Source: an optimization exercise on an open RTL-to-GDS flow (aim: small area). Production flows keep margins and buffers that such runs may drop.
At most, simulation tests tie the RTL to the original design; equivalence was not proved.
Power figures rest on the tool's default switching activity, not on a simulated workload.

P:
==> module c2d_top, before the edit <==
module c2d_top (
  input  logic                       core_clk_i,
  input  logic                       rst_n_i,
  input  logic                       fv_i,
  input  logic                       lv_i,
  input  logic                       dvalid_i,
  input  logic [c2d_pkg::BYTE_W-1:0] pixdata_d1_i,
  input  logic [c2d_pkg::BYTE_W-1:0] pixdata_d0_i,
  output logic                       tinit_done_o,
  output logic                       lp_p_o,
  output logic                       lp_n_o,
  output logic                       hs_data_en_o,
  output logic [15:0]                hs_data_o,
  output logic                       d_hs_req_o,
  output logic                       d_hs_ack_o
);
  localparam int N = c2d_pkg::LINE_WORDS;
  logic [1:0] sync_q;
  logic       rstn;
  always_ff @(posedge core_clk_i or negedge rst_n_i) begin
    if (!rst_n_i) sync_q <= '0;
    else          sync_q <= {sync_q[0], 1'b1};
  end
  assign rstn = sync_q[1];
  logic fv_q, lv_q, armed_q;
  logic fv_rise, fv_fall, lv_fall;
  logic ev_fs, ev_fe, ev_line;
  logic push;
  assign fv_rise = fv_i && !fv_q;
  assign fv_fall = !fv_i && fv_q;
  assign lv_fall = !lv_i && lv_q;
  assign ev_fs   = fv_rise && tinit_done_o;
  assign ev_fe   = armed_q && fv_fall;
  assign ev_line = armed_q && lv_fall;
  assign push    = armed_q && lv_i && dvalid_i;
  always_ff @(posedge core_clk_i or negedge rstn) begin
    if (!rstn) begin
      fv_q    <= 1'b0;
      lv_q    <= 1'b0;
      armed_q <= 1'b0;
    end else begin
      fv_q <= fv_i;
      lv_q <= lv_i;
      if (ev_fs)        armed_q <= 1'b1;
      else if (fv_fall) armed_q <= 1'b0;
    end
  end
  localparam logic [5:0] Q_POP  = 6'd54;
  localparam logic [5:0] Q_IDLE = 6'd32;
  logic [5:0] q;
  logic [1:0] pend_q;   
  logic       long_q;
  logic       fe_q;
  logic       pop_evt;
  logic       pay;
  assign pop_evt = (q == Q_POP);
  assign pay     = (q >= 6'd9) && (q <= 6'd26);
  always_ff @(posedge core_clk_i or negedge rstn) begin
    if (!rstn) begin
      q      <= Q_IDLE;
      pend_q <= 2'd0;
    end else begin
      if (q == Q_IDLE) begin
        if (pend_q != 2'd0) q <= Q_POP;
      end else if (q == 6'd8 && !long_q) begin
        q <= 6'd28;
      end else begin
        q <= q + 1'b1;
      end
      if (ev_fs)        pend_q <= 2'd1;
      else if (ev_fe)   pend_q <= 2'd2;
      else if (ev_line) pend_q <= 2'd3;
      else if (pop_evt) pend_q <= 2'd0;
    end
  end
  always_ff @(posedge core_clk_i) begin
    if (pop_evt) begin
      long_q <= (pend_q == 2'd3);
      fe_q   <= (pend_q == 2'd2);
    end
  end
  logic [15:0] frame_q;
  logic        tdone_q;
  always_ff @(posedge core_clk_i or negedge rstn) begin
    if (!rstn) begin
      frame_q <= 16'hFF9C;
      tdone_q <= 1'b0;
    end else begin
      if (!tdone_q || (pop_evt && pend_q == 2'd1)) frame_q <= frame_q + 1'b1;
      if (&frame_q[6:0]) tdone_q <= 1'b1;   
    end
  end
  assign tinit_done_o = tdone_q;
  logic [15:0]  buf_q [N];
  logic [N-1:0] upper;   
  logic [N-1:0] sh;      
  logic [N-1:0] sh_n;
  logic [15:0]  head;
  assign head = buf_q[N-1];
  always_comb begin
    for (int i = 0; i < N; i++) begin
      upper[i] = (q >= 6'd9) && (q <= 6'(8 + i));
      sh[i]    = push || upper[i];
      sh_n[i]  = !sh[i];
    end
  end
  always_ff @(posedge core_clk_i) begin
    buf_q[0] <= ({16{sh_n[0]}} | {pixdata_d1_i, pixdata_d0_i}) & ({16{sh[0]}} | buf_q[0]);
    for (int i = 1; i < N; i++) begin
      buf_q[i] <= ({16{sh_n[i]}} | buf_q[i-1]) & ({16{sh[i]}} | buf_q[i]);
    end
  end
  function automatic logic [15:0] crc_byte(input logic [15:0] crc_in, input logic [7:0] data);
    logic [15:0] c;
    c = crc_in;
    for (int i = 0; i < 8; i++) begin
      if (c[0] ^ data[i]) c = (c >> 1) ^ 16'h8408;
      else                c = c >> 1;
    end
    crc_byte = c;
  endfunction
  function automatic logic [5:0] ecc6(input logic [23:0] d);
    logic [5:0] p;
    p[0] = ^(d & 24'hF12CB7);
    p[1] = ^(d & 24'hF2555B);
    p[2] = ^(d & 24'h749A6D);
    p[3] = ^(d & 24'hB8E38E);
    p[4] = ^(d & 24'hDF03F0);
    p[5] = ^(d & 24'hEFFC00);
    ecc6 = p;
  endfunction
  logic [15:0] crc_q;
  always_ff @(posedge core_clk_i) begin
    crc_q <= pay ? crc_byte(crc_byte(crc_q, head[7:0]), head[15:8]) : 16'hFFFF;
  end
  logic [7:0] di;
  logic [15:0] field;
  logic [7:0] ecc;
  assign di    = long_q ? c2d_pkg::DI_RAW8 : {7'd0, fe_q};
  assign field = long_q ? {8'd0, c2d_pkg::WC_LO} : frame_q;
  assign ecc   = {2'b00, ecc6({field, di})};
  logic tr0, tr1;
  always_ff @(posedge core_clk_i) begin
    if (q == 6'd27) begin
      tr0 <= ~crc_q[7];
      tr1 <= ~crc_q[15];
    end else if (q == 6'd8) begin
      tr0 <= ~frame_q[15];
      tr1 <= 1'b1;
    end
  end
  assign hs_data_en_o = !q[5];
  assign d_hs_ack_o   = (q >= 6'd6) && (q <= 6'd31);
  assign d_hs_req_o   = (q >= 6'd55) || (q <= 6'd27);
  assign lp_p_o       = (q >= 6'd32) && (q <= 6'd56);
  assign lp_n_o       = (q >= 6'd32) && (q <= 6'd60);
  always_comb begin
    if (q <= 6'd5)       hs_data_o = 16'h0000;
    else if (q == 6'd6)  hs_data_o = 16'hB8B8;
    else if (q == 6'd7)  hs_data_o = {field[7:0], di};
    else if (q == 6'd8)  hs_data_o = {ecc, field[15:8]};
    else if (q <= 6'd26) hs_data_o = head;
    else if (q == 6'd27) hs_data_o = crc_q;
    else                 hs_data_o = {{8{tr1}}, {8{tr0}}};
  end
endmodule
==> flow/config.mk <==
export PLATFORM = sky130hd
export DESIGN_NAME = c2d_top
export DESIGN_NICKNAME = c2d_top
export VERILOG_FILES = /design/flow/design.v
export SDC_FILE = /design/flow/constraint.sdc
export NUM_CORES = 4
export LEC_CHECK = 0
export CAP_MARGIN = 20
export CORE_MARGIN = 2
export CORE_UTILIZATION = 65
export PLACE_DENSITY = 0.75
export SLEW_MARGIN = 20
==> flow/constraint.sdc <==
create_clock -name core_clock -period 6.0 [get_ports {core_clk_i}]
set_input_delay 1.2000 -clock core_clock [delete_from_list [all_inputs] [get_ports {core_clk_i}]]
set_output_delay 1.2000 -clock core_clock [all_outputs]
set_load 0.01 [all_outputs]
standard.sh (not shown) runs the stock make flow with config.mk's settings and CLKGATE_MAP_FILE= SYNTH_SCRIPT=/design/flow/synth_recipe.tcl, a recipe that flattens the netlist after the stock synthesis.
==> flow/flow/run.sh <==
#!/bin/bash
# Standard synthesis and layout, with small port buffers and a clock tree
# built without dummy loads. Each tool's output goes to a log file here.
set -euo pipefail
export BUFFER_PORTS_ARGS="-buffer_cell sky130_fd_sc_hd__buf_1"
export CTS_ARGS="-sink_clustering_enable -repair_clock_nets -dont_use_dummy_load -sink_clustering_size 20 -sink_clustering_max_diameter 60 -buf_list sky130_fd_sc_hd__clkbuf_8"
bash standard.sh synth > synth.log 2>&1
bash standard.sh finish > layout.log 2>&1
## Diff of input files: Q against P
-- flow/design.v --
<<< P, line 43
  assign ev_line = armed_q && lv_fall;
  assign push    = armed_q && lv_i && dvalid_i;
  always_ff @(posedge core_clk_i or negedge rstn) begin
    if (!rstn) begin
      fv_q    <= 1'b0;
      lv_q    <= 1'b0;
      armed_q <= 1'b0;
    end else begin
      fv_q <= fv_i;
      lv_q <= lv_i;
      if (ev_fs)        armed_q <= 1'b1;
      else if (fv_fall) armed_q <= 1'b0;
>>> Q, line 43
  assign ev_line = armed_q && lv_fall;
  assign push    = armed_q && lv_i && dvalid_i;
  always_ff @(posedge core_clk_i) begin
    fv_q <= fv_i;
    lv_q <= lv_i;
  end
  always_ff @(posedge core_clk_i or negedge rstn) begin
    if (!rstn) begin
      armed_q <= 1'b0;
    end else begin
      if (ev_fs)        armed_q <= 1'b1;
      else if (fv_fall) armed_q <= 1'b0;
<<< P, line 105
  logic [N-1:0] sh;      
  logic [N-1:0] sh_n;
  logic [15:0]  head;
  assign head = buf_q[N-1];
  always_comb begin
    for (int i = 0; i < N; i++) begin
      upper[i] = (q >= 6'd9) && (q <= 6'(8 + i));
      sh[i]    = push || upper[i];
      sh_n[i]  = !sh[i];
    end
  end
>>> Q, line 105
  logic [N-1:0] sh;      
  logic [N-1:0] sh_n;
  logic [N-1:0] upper_n;
  logic [15:0]  head;
  assign head = buf_q[N-1];
  always_comb begin
    upper_n[0] = 1'b1;
    for (int i = 1; i < N; i++) begin
      upper_n[i] = upper_n[i-1] && (q != 6'(8 + i));
    end
  end
  always_comb begin
    for (int i = 0; i < N; i++) begin
      upper[i] = (q >= 6'd9) && (q <= 6'(8 + i));
      sh[i]    = push || upper[i];
      sh_n[i]  = !push && upper_n[i];
    end
  end
<<< P, line 140
  endfunction
  logic [15:0] crc_q;
  always_ff @(posedge core_clk_i) begin
    crc_q <= pay ? crc_byte(crc_byte(crc_q, head[7:0]), head[15:8]) : 16'hFFFF;
  end
  logic [7:0] di;
  logic [15:0] field;
  logic [7:0] ecc;
  assign di    = long_q ? c2d_pkg::DI_RAW8 : {7'd0, fe_q};
  assign field = long_q ? {8'd0, c2d_pkg::WC_LO} : frame_q;
  assign ecc   = {2'b00, ecc6({field, di})};
  logic tr0, tr1;
  always_ff @(posedge core_clk_i) begin
    if (q == 6'd27) begin
      tr0 <= ~crc_q[7];
      tr1 <= ~crc_q[15];
    end else if (q == 6'd8) begin
      tr0 <= ~frame_q[15];
      tr1 <= 1'b1;
    end
  end
  assign hs_data_en_o = !q[5];
  assign d_hs_ack_o   = (q >= 6'd6) && (q <= 6'd31);
>>> Q, line 147
  endfunction
  logic [15:0] crc_q;
  logic [15:0] crc_next;
  logic        trail;
  assign crc_next = crc_byte(crc_byte(crc_q, head[7:0]), head[15:8]);
  assign trail    = (q >= 6'd27) && (q <= 6'd31);
  always_ff @(posedge core_clk_i) begin
    for (int i = 0; i < 16; i++) begin
      if (pay)                             crc_q[i] <= crc_next[i];
      else if (!(trail && (i % 8 == 7)))   crc_q[i] <= 1'b1;
    end
  end
  localparam logic [5:0] ECC_LONG = ecc6({8'd0, c2d_pkg::WC_LO, c2d_pkg::DI_RAW8});
  logic [15:0] hdr0, hdr1;
  assign hdr0 = long_q ? {c2d_pkg::WC_LO, c2d_pkg::DI_RAW8} : {frame_q[7:0], 7'd0, fe_q};
  assign hdr1 = long_q ? {2'b00, ECC_LONG, 8'd0}
                       : {2'b00, ecc6({frame_q, 7'd0, fe_q}), frame_q[15:8]};
  logic tr0, tr1;
  assign tr0 = long_q ? ~crc_q[7]  : ~frame_q[15];
  assign tr1 = long_q ? ~crc_q[15] : 1'b1;
  assign hs_data_en_o = !q[5];
  assign d_hs_ack_o   = (q >= 6'd6) && (q <= 6'd31);
<<< P, line 167
    if (q <= 6'd5)       hs_data_o = 16'h0000;
    else if (q == 6'd6)  hs_data_o = 16'hB8B8;
    else if (q == 6'd7)  hs_data_o = {field[7:0], di};
    else if (q == 6'd8)  hs_data_o = {ecc, field[15:8]};
    else if (q <= 6'd26) hs_data_o = head;
    else if (q == 6'd27) hs_data_o = crc_q;
>>> Q, line 173
    if (q <= 6'd5)       hs_data_o = 16'h0000;
    else if (q == 6'd6)  hs_data_o = 16'hB8B8;
    else if (q == 6'd7)  hs_data_o = hdr0;
    else if (q == 6'd8)  hs_data_o = hdr1;
    else if (q <= 6'd26) hs_data_o = head;
    else if (q == 6'd27) hs_data_o = crc_q;
- Changes observed in Q relative to P: slew at the pin with the worst max-slew slack moved up; post-synthesis share of cell area spent on xor and xnor gates shrank by 1.1 points; core utilization fell 1.8 points; total wire length saw an increase; global-route wire length before repair higher.
- Q and P ended up with roughly the same placement-stage cell area.
- Q ends up with higher switching share of total power than P does.
- Q -> P: number of antenna diodes delta 0, exact match
- Cmp Q vs P: layout overhead on the synthesized area lower in Q
Function not checked in Q: the RTL went through the layout flow alone.

## static timing again, ports no longer ideal
How much do the figures lean on ideal ports? The routed layouts below were timed once more, with nothing changed but the port constraints. Step 1: set_driving_cell puts a clkbuf_16 on core_clk_i and a buf_2 on each other input, an assumption about the parent block. Step 2 moves the port delays by t, midway between the first and last clock arrival at a register: inputs arrive t later, outputs are due t later. That takes back most of the time a late clock gives input paths. Slacks: ideal ports / drivers / drivers and shift; pairs: ideal ports / drivers.
run | t (ns) | setup WS [ns] | worst setup path after step 2 | cell pins on the clock port's net
P | 0.544 | 1.686 / 1.650 / 2.195 | register to output | 1
Q | 0.566 | 1.241 / 1.199 / 1.765 | register to output | 1
After both steps every run listed still meets setup and hold.
